Background: an optimization exercise with open tools, aiming at small area, a short achievable clock period and few clock cycles. Do not read the settings as production practice. Only simulation tests tie the RTL to the original design; equivalence was not proved. No activity file was given, so power comes from the tool's default toggle rates.

==> 04-22 <==
// ordered_timer_expiry_manager_top
module ordered_timer_expiry_manager_top
#(
    parameter int NUM_SLOTS = 16
) (
    input  logic              i_clk,
    input  logic              i_rst_n,
    input  logic              i_s_tvalid,
    output logic              o_s_tready,
    input  logic [IN_DW-1:0]  i_s_tdata,    
    input  logic [1:0]        i_s_tuser,    
    output logic              o_m_tvalid,
    input  logic              i_m_tready,
    output logic [OUT_DW-1:0] o_m_tdata,    
    output logic              o_m_tlast     
);
Settings: LEC_CHECK=0, ABC_AREA=1, CAP_MARGIN=20, CORE_MARGIN=2, CORE_UTILIZATION=40, CTS_CLUSTER_DIAMETER=60, CTS_CLUSTER_SIZE=25, SLEW_MARGIN=20; clock period 10.0 ns.
standard.sh (not shown) runs the stock make flow with config.mk's settings and CLKGATE_MAP_FILE= SYNTH_SCRIPT=/design/flow/synth_recipe.tcl, a recipe that flattens the netlist after the stock synthesis.
==> flow/flow/run.sh <==
#!/bin/bash
set -euo pipefail
bash standard.sh SETUP_SLACK_MARGIN=6.5 finish > standard_flow.log 2>&1
==> 10-13 (differences from 04-22) <==
--- a/flow/design.v
+++ b/flow/design.v
@@ -26,13 +26,13 @@
     input  logic              i_m_tready,
     output logic [OUT_DW-1:0] o_m_tdata,    
     output logic              o_m_tlast     
 );
     localparam int N  = NUM_SLOTS;
     localparam int IW = $clog2(NUM_SLOTS);
-    localparam int KW = DELAY_W + 1;            
+    localparam int KW = DELAY_W;                
     localparam int LW = 6;                      
     logic                r_in_vld;
     logic [1:0]          r_in_cmd;
     logic [IW-1:0]       r_in_slot;
     logic                r_in_range;
     logic [DELAY_W-1:0]  r_in_d;
@@ -44,24 +44,22 @@
     logic                r_rdy;         
     logic                r_bub;         
     logic [EVCNT_W-1:0]  r_cnt;         
     logic [N-1:0]              r_arm;
     logic [N-1:0]              r_a;     
     logic [N-1:0]              r_u;     
-    logic [N-1:0]              r_b1;    
-    logic [N-1:0]              r_b2;    
+    logic [N-1:0]              r_b1;
+    logic [N-1:0]              r_b2;
     logic [N-1:0][KW-1:0]      r_k;
     logic [N-1:0][DELAY_W-1:0] r_p;
     logic [N-1:0]        r_w_hit;       
     logic                r_w_bp;        
     logic                r_w_x1, r_w_x2, r_w_x3;   
     logic                r_w_cf;        
     logic [KW-1:0]       r_w_add;       
     logic                r_w_cin;
-    logic [N-1:0]        r_w2_hit;      
-    logic                r_w2_bp;       
     logic                r_out_vld;
     logic [SLOT_W-1:0]   r_out_slot;
     logic [EXP_W-1:0]    r_out_exp;
     logic                r_out_last;
     logic                out_free, take, cmd_go, due_cmd;
     logic [N-1:0]        due_now;       
@@ -94,14 +92,14 @@
     assign o_m_tdata  = {4'b0, r_out_exp, r_out_slot};
     assign o_m_tlast  = r_out_last;
     assign due_now  = r_a | b;
     assign due_cmd  = |(hit & due_now);
     assign cmd_go   = r_in_vld && !r_bub &&
                       (!r_open || (r_in_cmd[1] && !due_cmd));
-    assign is_tick  = cmd_go && (r_in_cmd == CMD_TICK);
-    assign is_start = cmd_go && (r_in_cmd == CMD_START) && r_in_range;
+    assign is_tick  = r_in_vld && !r_bub && !r_open && (r_in_cmd == CMD_TICK);
+    assign is_start = r_in_vld && !r_bub && !r_open && (r_in_cmd == CMD_START) && r_in_range;
     assign is_stop  = cmd_go && (r_in_cmd == CMD_STOP) && r_in_range;
     assign is_setp  = cmd_go && (r_in_cmd == CMD_SETP) && r_in_range;
     assign open_now = r_open || is_tick;
     always_comb begin
         logic [EXP_W-1:0] pt;
         pt = r_t1;
@@ -136,13 +134,12 @@
     assign t1_now = r_closed ? t1_inc : r_t1;
     assign tn_now = r_closed ? r_t2 : r_t1[KW-1:0];
     assign tn2_lo = r_closed ? t2_inc[LW-1:0] : r_t2[LW-1:0];
     always_comb begin
         for (int i = 0; i < N; i++) begin
             b[i]   = r_arm[i] && (r_w_hit[i]  ? r_w_bp :
-                                  r_w2_hit[i] ? r_w2_bp :
                                   r_closed    ? r_b2[i] : r_b1[i]);
             hit[i] = (r_in_slot == IW'(i));
             is0[i] = r_u[i] && (r_p[i][1:0] == 2'd3);
             is1[i] = r_u[i] && (r_p[i][1:0] == 2'd0);
             is2[i] = r_u[i] && (r_p[i][1:0] == 2'd1);
             is3[i] = r_u[i] && (r_p[i][1:0] == 2'd2);
@@ -194,25 +191,27 @@
     assign want  = open_now && (any_a || any_b);
     assign fire  = want && out_free;
     assign still = from_a && p_1;
     assign more  = (r_cnt != EVCNT_W'(MAX_EVENTS - 1)) && (more_raw || still);
     assign close = open_now && (!want || (fire && !more));
     assign d_m1  = KW'(r_in_d) - 1'b1;
-    assign new_p = r_in_per || is_setp ? d_m1[DELAY_W-1:0] : '1;
+    assign new_p = r_in_per || (r_in_cmd == CMD_SETP) ? d_m1[DELAY_W-1:0] : '1;
     assign in_vld_nx = take || (r_in_vld && !cmd_go);
     assign ok_nx     = take ? (i_s_tuser[1] && !due_now[i_s_tdata[3:0]]) :
                               (r_in_cmd[1] && !due_cmd);
     always_ff @(posedge i_clk) begin
         for (int i = 0; i < N; i++) begin
             if (r_w_hit[i]) r_k[i] <= new_k;
             if ((is_start || is_setp) && hit[i]) begin
                 r_p[i] <= new_p;
-                r_u[i] <= !(r_in_per || is_setp) || (r_in_d[DELAY_W-1:2] == '0);
+                r_u[i] <= !(r_in_per || (r_in_cmd == CMD_SETP)) || (r_in_d[DELAY_W-1:2] == '0);
             end
-            r_b1[i] <= (r_k[i][KW-1:LW] == tn_now[KW-1:LW]) && (r_k[i][LW-1:0] == tn_now[LW-1:0]);
-            r_b2[i] <= (r_k[i][KW-1:LW] == tn_now[KW-1:LW]) && (r_k[i][LW-1:0] == tn2_lo);
+            r_b1[i] <= r_w_hit[i] ? (r_w_cf ? r_w_x2 : r_w_x1) :
+                       (r_k[i][KW-1:LW] == tn_now[KW-1:LW]) && (r_k[i][LW-1:0] == tn_now[LW-1:0]);
+            r_b2[i] <= r_w_hit[i] ? (r_w_cf ? r_w_x3 : r_w_x2) :
+                       (r_k[i][KW-1:LW] == tn_now[KW-1:LW]) && (r_k[i][LW-1:0] == tn2_lo);
         end
     end
     always_ff @(posedge i_clk) begin
         if (!i_rst_n) begin
             r_arm    <= '0;
             r_a      <= '0;
@@ -229,22 +228,21 @@
             if (close) begin
                 r_a <= (b & ~(fire ? sel : '0)) | (fire && still ? sel : '0);
             end else if (fire) begin
                 r_a <= r_a & ~sel;
             end else if (is_start) begin
                 r_a <= (r_a & ~hit) | (r_in_d == '0 ? hit : '0);
-            end else if (is_stop) begin
+            end else if (r_in_vld && !r_bub && !r_open && (r_in_cmd == CMD_STOP)) begin
                 r_a <= r_a & ~hit;
             end
         end
     end
     always_ff @(posedge i_clk) begin
         if (fire)          r_w_hit <= p_0 ? '0 : sel;
         else if (is_start) r_w_hit <= hit;
         else               r_w_hit <= '0;
-        r_w2_hit <= r_w_hit;
     end
     always_ff @(posedge i_clk) begin
         if (open_now) begin
             r_w_add  <= KW'(p_sel);
             r_w_cin  <= !from_a;
             r_w_x1   <= from_a && p_1;
@@ -258,13 +256,12 @@
             r_w_x1   <= (r_in_d == DELAY_W'(1));
             r_w_x2   <= (r_in_d == DELAY_W'(2));
             r_w_x3   <= (r_in_d == DELAY_W'(3));
             r_w_cf   <= 1'b0;
             r_w_bp   <= (r_in_d == DELAY_W'(1));
         end
-        r_w2_bp <= close ? (r_w_cf ? r_w_x3 : r_w_x2) : (r_w_cf ? r_w_x2 : r_w_x1);
     end
     always_comb begin
         logic [KW-1:0] a, bb, g, p;
         a  = r_t1[KW-1:0];
         bb = r_w_add;
         g  = a & bb;
==> flow/flow/run.sh (replaced) <==
#!/bin/bash
set -euo pipefail
bash standard.sh SETUP_SLACK_MARGIN=6.5 "BUFFER_PORTS_ARGS=-buffer_cell sky130_fd_sc_hd__buf_4" finish > standard_flow.log 2>&1
--- a/flow/config.mk
+++ b/flow/config.mk
@@ -5,10 +5,10 @@
 export SDC_FILE = /design/flow/constraint.sdc
 export NUM_CORES = 4
 export LEC_CHECK = 0
 export ABC_AREA = 1
 export CAP_MARGIN = 20
 export CORE_MARGIN = 2
-export CORE_UTILIZATION = 40
-export CTS_CLUSTER_DIAMETER = 60
-export CTS_CLUSTER_SIZE = 25
+export CORE_UTILIZATION = 55
+export CTS_CLUSTER_DIAMETER = 70
+export CTS_CLUSTER_SIZE = 30
 export SLEW_MARGIN = 20
==> 09-06 (differences from 04-22) <==
--- a/flow/design.v
+++ b/flow/design.v
@@ -44,24 +44,22 @@
     logic                r_rdy;         
     logic                r_bub;         
     logic [EVCNT_W-1:0]  r_cnt;         
     logic [N-1:0]              r_arm;
     logic [N-1:0]              r_a;     
     logic [N-1:0]              r_u;     
-    logic [N-1:0]              r_b1;    
-    logic [N-1:0]              r_b2;    
+    logic [N-1:0]              r_b1;
+    logic [N-1:0]              r_b2;
     logic [N-1:0][KW-1:0]      r_k;
     logic [N-1:0][DELAY_W-1:0] r_p;
     logic [N-1:0]        r_w_hit;       
     logic                r_w_bp;        
     logic                r_w_x1, r_w_x2, r_w_x3;   
     logic                r_w_cf;        
     logic [KW-1:0]       r_w_add;       
     logic                r_w_cin;
-    logic [N-1:0]        r_w2_hit;      
-    logic                r_w2_bp;       
     logic                r_out_vld;
     logic [SLOT_W-1:0]   r_out_slot;
     logic [EXP_W-1:0]    r_out_exp;
     logic                r_out_last;
     logic                out_free, take, cmd_go, due_cmd;
     logic [N-1:0]        due_now;       
@@ -94,14 +92,14 @@
     assign o_m_tdata  = {4'b0, r_out_exp, r_out_slot};
     assign o_m_tlast  = r_out_last;
     assign due_now  = r_a | b;
     assign due_cmd  = |(hit & due_now);
     assign cmd_go   = r_in_vld && !r_bub &&
                       (!r_open || (r_in_cmd[1] && !due_cmd));
-    assign is_tick  = cmd_go && (r_in_cmd == CMD_TICK);
-    assign is_start = cmd_go && (r_in_cmd == CMD_START) && r_in_range;
+    assign is_tick  = r_in_vld && !r_bub && !r_open && (r_in_cmd == CMD_TICK);
+    assign is_start = r_in_vld && !r_bub && !r_open && (r_in_cmd == CMD_START) && r_in_range;
     assign is_stop  = cmd_go && (r_in_cmd == CMD_STOP) && r_in_range;
     assign is_setp  = cmd_go && (r_in_cmd == CMD_SETP) && r_in_range;
     assign open_now = r_open || is_tick;
     always_comb begin
         logic [EXP_W-1:0] pt;
         pt = r_t1;
@@ -136,13 +134,12 @@
     assign t1_now = r_closed ? t1_inc : r_t1;
     assign tn_now = r_closed ? r_t2 : r_t1[KW-1:0];
     assign tn2_lo = r_closed ? t2_inc[LW-1:0] : r_t2[LW-1:0];
     always_comb begin
         for (int i = 0; i < N; i++) begin
             b[i]   = r_arm[i] && (r_w_hit[i]  ? r_w_bp :
-                                  r_w2_hit[i] ? r_w2_bp :
                                   r_closed    ? r_b2[i] : r_b1[i]);
             hit[i] = (r_in_slot == IW'(i));
             is0[i] = r_u[i] && (r_p[i][1:0] == 2'd3);
             is1[i] = r_u[i] && (r_p[i][1:0] == 2'd0);
             is2[i] = r_u[i] && (r_p[i][1:0] == 2'd1);
             is3[i] = r_u[i] && (r_p[i][1:0] == 2'd2);
@@ -194,25 +191,27 @@
     assign want  = open_now && (any_a || any_b);
     assign fire  = want && out_free;
     assign still = from_a && p_1;
     assign more  = (r_cnt != EVCNT_W'(MAX_EVENTS - 1)) && (more_raw || still);
     assign close = open_now && (!want || (fire && !more));
     assign d_m1  = KW'(r_in_d) - 1'b1;
-    assign new_p = r_in_per || is_setp ? d_m1[DELAY_W-1:0] : '1;
+    assign new_p = r_in_per || (r_in_cmd == CMD_SETP) ? d_m1[DELAY_W-1:0] : '1;
     assign in_vld_nx = take || (r_in_vld && !cmd_go);
     assign ok_nx     = take ? (i_s_tuser[1] && !due_now[i_s_tdata[3:0]]) :
                               (r_in_cmd[1] && !due_cmd);
     always_ff @(posedge i_clk) begin
         for (int i = 0; i < N; i++) begin
             if (r_w_hit[i]) r_k[i] <= new_k;
             if ((is_start || is_setp) && hit[i]) begin
                 r_p[i] <= new_p;
-                r_u[i] <= !(r_in_per || is_setp) || (r_in_d[DELAY_W-1:2] == '0);
+                r_u[i] <= !(r_in_per || (r_in_cmd == CMD_SETP)) || (r_in_d[DELAY_W-1:2] == '0);
             end
-            r_b1[i] <= (r_k[i][KW-1:LW] == tn_now[KW-1:LW]) && (r_k[i][LW-1:0] == tn_now[LW-1:0]);
-            r_b2[i] <= (r_k[i][KW-1:LW] == tn_now[KW-1:LW]) && (r_k[i][LW-1:0] == tn2_lo);
+            r_b1[i] <= r_w_hit[i] ? (r_w_cf ? r_w_x2 : r_w_x1) :
+                       (r_k[i][KW-1:LW] == tn_now[KW-1:LW]) && (r_k[i][LW-1:0] == tn_now[LW-1:0]);
+            r_b2[i] <= r_w_hit[i] ? (r_w_cf ? r_w_x3 : r_w_x2) :
+                       (r_k[i][KW-1:LW] == tn_now[KW-1:LW]) && (r_k[i][LW-1:0] == tn2_lo);
         end
     end
     always_ff @(posedge i_clk) begin
         if (!i_rst_n) begin
             r_arm    <= '0;
             r_a      <= '0;
@@ -229,22 +228,21 @@
             if (close) begin
                 r_a <= (b & ~(fire ? sel : '0)) | (fire && still ? sel : '0);
             end else if (fire) begin
                 r_a <= r_a & ~sel;
             end else if (is_start) begin
                 r_a <= (r_a & ~hit) | (r_in_d == '0 ? hit : '0);
-            end else if (is_stop) begin
+            end else if (r_in_vld && !r_bub && !r_open && (r_in_cmd == CMD_STOP)) begin
                 r_a <= r_a & ~hit;
             end
         end
     end
     always_ff @(posedge i_clk) begin
         if (fire)          r_w_hit <= p_0 ? '0 : sel;
         else if (is_start) r_w_hit <= hit;
         else               r_w_hit <= '0;
-        r_w2_hit <= r_w_hit;
     end
     always_ff @(posedge i_clk) begin
         if (open_now) begin
             r_w_add  <= KW'(p_sel);
             r_w_cin  <= !from_a;
             r_w_x1   <= from_a && p_1;
@@ -258,13 +256,12 @@
             r_w_x1   <= (r_in_d == DELAY_W'(1));
             r_w_x2   <= (r_in_d == DELAY_W'(2));
             r_w_x3   <= (r_in_d == DELAY_W'(3));
             r_w_cf   <= 1'b0;
             r_w_bp   <= (r_in_d == DELAY_W'(1));
         end
-        r_w2_bp <= close ? (r_w_cf ? r_w_x3 : r_w_x2) : (r_w_cf ? r_w_x2 : r_w_x1);
     end
     always_comb begin
         logic [KW-1:0] a, bb, g, p;
         a  = r_t1[KW-1:0];
         bb = r_w_add;
         g  = a & bb;
==> flow/flow/run.sh (replaced) <==
#!/bin/bash
set -euo pipefail
bash standard.sh SETUP_SLACK_MARGIN=6.8 finish > standard_flow.log 2>&1
--- a/flow/config.mk
+++ b/flow/config.mk
@@ -5,10 +5,10 @@
 export SDC_FILE = /design/flow/constraint.sdc
 export NUM_CORES = 4
 export LEC_CHECK = 0
 export ABC_AREA = 1
 export CAP_MARGIN = 20
 export CORE_MARGIN = 2
-export CORE_UTILIZATION = 40
-export CTS_CLUSTER_DIAMETER = 60
-export CTS_CLUSTER_SIZE = 25
+export CORE_UTILIZATION = 55
+export CTS_CLUSTER_DIAMETER = 70
+export CTS_CLUSTER_SIZE = 30
 export SLEW_MARGIN = 20
==> 08-17 (differences from 04-22) <==
--- a/flow/design.v
+++ b/flow/design.v
@@ -26,13 +26,13 @@
     input  logic              i_m_tready,
     output logic [OUT_DW-1:0] o_m_tdata,    
     output logic              o_m_tlast     
 );
     localparam int N  = NUM_SLOTS;
     localparam int IW = $clog2(NUM_SLOTS);
-    localparam int KW = DELAY_W + 1;            
+    localparam int KW = DELAY_W;                
     localparam int LW = 6;                      
     logic                r_in_vld;
     logic [1:0]          r_in_cmd;
     logic [IW-1:0]       r_in_slot;
     logic                r_in_range;
     logic [DELAY_W-1:0]  r_in_d;
@@ -44,24 +44,22 @@
     logic                r_rdy;         
     logic                r_bub;         
     logic [EVCNT_W-1:0]  r_cnt;         
     logic [N-1:0]              r_arm;
     logic [N-1:0]              r_a;     
     logic [N-1:0]              r_u;     
-    logic [N-1:0]              r_b1;    
-    logic [N-1:0]              r_b2;    
+    logic [N-1:0]              r_b1;
+    logic [N-1:0]              r_b2;
     logic [N-1:0][KW-1:0]      r_k;
     logic [N-1:0][DELAY_W-1:0] r_p;
     logic [N-1:0]        r_w_hit;       
     logic                r_w_bp;        
     logic                r_w_x1, r_w_x2, r_w_x3;   
     logic                r_w_cf;        
     logic [KW-1:0]       r_w_add;       
     logic                r_w_cin;
-    logic [N-1:0]        r_w2_hit;      
-    logic                r_w2_bp;       
     logic                r_out_vld;
     logic [SLOT_W-1:0]   r_out_slot;
     logic [EXP_W-1:0]    r_out_exp;
     logic                r_out_last;
     logic                out_free, take, cmd_go, due_cmd;
     logic [N-1:0]        due_now;       
@@ -94,14 +92,14 @@
     assign o_m_tdata  = {4'b0, r_out_exp, r_out_slot};
     assign o_m_tlast  = r_out_last;
     assign due_now  = r_a | b;
     assign due_cmd  = |(hit & due_now);
     assign cmd_go   = r_in_vld && !r_bub &&
                       (!r_open || (r_in_cmd[1] && !due_cmd));
-    assign is_tick  = cmd_go && (r_in_cmd == CMD_TICK);
-    assign is_start = cmd_go && (r_in_cmd == CMD_START) && r_in_range;
+    assign is_tick  = r_in_vld && !r_bub && !r_open && (r_in_cmd == CMD_TICK);
+    assign is_start = r_in_vld && !r_bub && !r_open && (r_in_cmd == CMD_START) && r_in_range;
     assign is_stop  = cmd_go && (r_in_cmd == CMD_STOP) && r_in_range;
     assign is_setp  = cmd_go && (r_in_cmd == CMD_SETP) && r_in_range;
     assign open_now = r_open || is_tick;
     always_comb begin
         logic [EXP_W-1:0] pt;
         pt = r_t1;
@@ -136,13 +134,12 @@
     assign t1_now = r_closed ? t1_inc : r_t1;
     assign tn_now = r_closed ? r_t2 : r_t1[KW-1:0];
     assign tn2_lo = r_closed ? t2_inc[LW-1:0] : r_t2[LW-1:0];
     always_comb begin
         for (int i = 0; i < N; i++) begin
             b[i]   = r_arm[i] && (r_w_hit[i]  ? r_w_bp :
-                                  r_w2_hit[i] ? r_w2_bp :
                                   r_closed    ? r_b2[i] : r_b1[i]);
             hit[i] = (r_in_slot == IW'(i));
             is0[i] = r_u[i] && (r_p[i][1:0] == 2'd3);
             is1[i] = r_u[i] && (r_p[i][1:0] == 2'd0);
             is2[i] = r_u[i] && (r_p[i][1:0] == 2'd1);
             is3[i] = r_u[i] && (r_p[i][1:0] == 2'd2);
@@ -194,25 +191,27 @@
     assign want  = open_now && (any_a || any_b);
     assign fire  = want && out_free;
     assign still = from_a && p_1;
     assign more  = (r_cnt != EVCNT_W'(MAX_EVENTS - 1)) && (more_raw || still);
     assign close = open_now && (!want || (fire && !more));
     assign d_m1  = KW'(r_in_d) - 1'b1;
-    assign new_p = r_in_per || is_setp ? d_m1[DELAY_W-1:0] : '1;
+    assign new_p = r_in_per || (r_in_cmd == CMD_SETP) ? d_m1[DELAY_W-1:0] : '1;
     assign in_vld_nx = take || (r_in_vld && !cmd_go);
     assign ok_nx     = take ? (i_s_tuser[1] && !due_now[i_s_tdata[3:0]]) :
                               (r_in_cmd[1] && !due_cmd);
     always_ff @(posedge i_clk) begin
         for (int i = 0; i < N; i++) begin
             if (r_w_hit[i]) r_k[i] <= new_k;
             if ((is_start || is_setp) && hit[i]) begin
                 r_p[i] <= new_p;
-                r_u[i] <= !(r_in_per || is_setp) || (r_in_d[DELAY_W-1:2] == '0);
+                r_u[i] <= !(r_in_per || (r_in_cmd == CMD_SETP)) || (r_in_d[DELAY_W-1:2] == '0);
             end
-            r_b1[i] <= (r_k[i][KW-1:LW] == tn_now[KW-1:LW]) && (r_k[i][LW-1:0] == tn_now[LW-1:0]);
-            r_b2[i] <= (r_k[i][KW-1:LW] == tn_now[KW-1:LW]) && (r_k[i][LW-1:0] == tn2_lo);
+            r_b1[i] <= r_w_hit[i] ? (r_w_cf ? r_w_x2 : r_w_x1) :
+                       (r_k[i][KW-1:LW] == tn_now[KW-1:LW]) && (r_k[i][LW-1:0] == tn_now[LW-1:0]);
+            r_b2[i] <= r_w_hit[i] ? (r_w_cf ? r_w_x3 : r_w_x2) :
+                       (r_k[i][KW-1:LW] == tn_now[KW-1:LW]) && (r_k[i][LW-1:0] == tn2_lo);
         end
     end
     always_ff @(posedge i_clk) begin
         if (!i_rst_n) begin
             r_arm    <= '0;
             r_a      <= '0;
@@ -229,22 +228,21 @@
             if (close) begin
                 r_a <= (b & ~(fire ? sel : '0)) | (fire && still ? sel : '0);
             end else if (fire) begin
                 r_a <= r_a & ~sel;
             end else if (is_start) begin
                 r_a <= (r_a & ~hit) | (r_in_d == '0 ? hit : '0);
-            end else if (is_stop) begin
+            end else if (r_in_vld && !r_bub && !r_open && (r_in_cmd == CMD_STOP)) begin
                 r_a <= r_a & ~hit;
             end
         end
     end
     always_ff @(posedge i_clk) begin
         if (fire)          r_w_hit <= p_0 ? '0 : sel;
         else if (is_start) r_w_hit <= hit;
         else               r_w_hit <= '0;
-        r_w2_hit <= r_w_hit;
     end
     always_ff @(posedge i_clk) begin
         if (open_now) begin
             r_w_add  <= KW'(p_sel);
             r_w_cin  <= !from_a;
             r_w_x1   <= from_a && p_1;
@@ -258,13 +256,12 @@
             r_w_x1   <= (r_in_d == DELAY_W'(1));
             r_w_x2   <= (r_in_d == DELAY_W'(2));
             r_w_x3   <= (r_in_d == DELAY_W'(3));
             r_w_cf   <= 1'b0;
             r_w_bp   <= (r_in_d == DELAY_W'(1));
         end
-        r_w2_bp <= close ? (r_w_cf ? r_w_x3 : r_w_x2) : (r_w_cf ? r_w_x2 : r_w_x1);
     end
     always_comb begin
         logic [KW-1:0] a, bb, g, p;
         a  = r_t1[KW-1:0];
         bb = r_w_add;
         g  = a & bb;
--- a/flow/config.mk
+++ b/flow/config.mk
@@ -5,10 +5,10 @@
 export SDC_FILE = /design/flow/constraint.sdc
 export NUM_CORES = 4
 export LEC_CHECK = 0
 export ABC_AREA = 1
 export CAP_MARGIN = 20
 export CORE_MARGIN = 2
-export CORE_UTILIZATION = 40
-export CTS_CLUSTER_DIAMETER = 60
-export CTS_CLUSTER_SIZE = 25
+export CORE_UTILIZATION = 70
+export CTS_CLUSTER_DIAMETER = 70
+export CTS_CLUSTER_SIZE = 30
 export SLEW_MARGIN = 20
==> notes <==
10-13 went through all stages and came out clean. 04-22 completed with no timing, DRC or antenna violations. 09-06 went through all stages and came out clean. 08-17 finished with timing, DRC and antenna clean. Die area, highest first: 04-22, 09-06, 10-13, 08-17. Final cell count: 08-17 < 10-13 < 09-06 < 04-22. Of 09-06 and 08-17, 08-17 has the higher worst hold slack (gap 7.5 ps). Maximum frequency, lowest first: 08-17, 04-22, 10-13, 09-06. In 04-22 the via count is smaller than in 10-13, by about 3.6%. Between 10-13 and 08-17, the lower non-clock buffer count is in 08-17 (gap 48).
==> figures <==
| item | 10-13 | 08-17 | 04-22 | 09-06 |
|---|---|---|---|---|
| Area fraction in compound gates after synthesis | 0.0970 | 0.0970 | 0.0713 | 0.0896 |
| Last weighted congestion value of the routability-driven placer | 0.938 | 1.02 | 0.919 | 0.943 |
| Largest net degree at the start of global routing | 101 | 100 | 62 | 104 |
| Dpl hpwl | 116 mm | 108 mm | 118 mm | 116 mm |
| Number of buffers inserted during clock tree synthesis | 85 | 68 | 110 | 83 |
| Sequential power share | 0.493 | 0.525 | 0.488 | 0.485 |
| Seq pwr | 6670 uW | 6690 uW | 6770 uW | 6770 uW |
| Status | finished clean | finished clean | finished clean | finished clean |
| Internal reg-to-reg setup slack | 6360 ps | 6270 ps | 6300 ps | 6420 ps |
| Avg Cell Area, Syn | 11.1 sq um | 11.1 sq um | 11.3 sq um | 11.3 sq um |
| Number of filler instances in the final layout | 8685 | 5113 | 14000 | 7803 |
| Total Routing Usage GR | 0.350 | 0.411 | 0.243 | 0.385 |
| Met3 WL post-DR | 22.4 mm | 27.9 mm | 17.6 mm | 26.6 mm |
Testbench counts of 04-22, summed over its fixed seeds: cycles 5,875.
Testbench counts of 10-13, summed over its fixed seeds: cycles 5,875.
Testbench counts of 09-06, summed over its fixed seeds: cycles 5,875.
Testbench counts of 08-17, summed over its fixed seeds: cycles 5,875.

## separate check: timing with driven ports
The flow's constraints put no driver on any port. The routed layouts listed below were extracted and timed again, unchanged, in two steps. Step 1, drivers: a clkbuf_16 drives i_clk and a buf_2 each remaining input, both assumed. Step 2 times the ports against the registers' clock, not the clock port: input delays grow and output delays shrink by t, the midpoint of the rising clock arrivals with the driver on. a / b / c = ideal / step 1 / step 2; a / b = the first two.
run | t, ns | setup WS [ns] | worst hold slack (ns) | worst setup path at the end | clock arrival spread, ns
04-22 | 0.829 | 6.304 / 6.304 / 5.787 | 0.462 / 0.462 / 0.462 | input to register | 0.053 / 0.053
10-13 | 0.784 | 6.362 / 6.362 / 5.882 | 0.466 / 0.466 / 0.466 | input to register | 0.039 / 0.039
09-06 | 0.796 | 6.419 / 6.419 / 6.019 | 0.460 / 0.460 / 0.460 | input to register | 0.049 / 0.049
08-17 | 0.763 | 6.273 / 6.273 / 5.849 | 0.468 / 0.468 / 0.468 | input to register | 0.042 / 0.042
After both steps every run listed still meets setup and hold. For 04-22, which loses most, drivers alone change the setup slack by 0.000 ns; drivers and shift together by -0.517 ns.
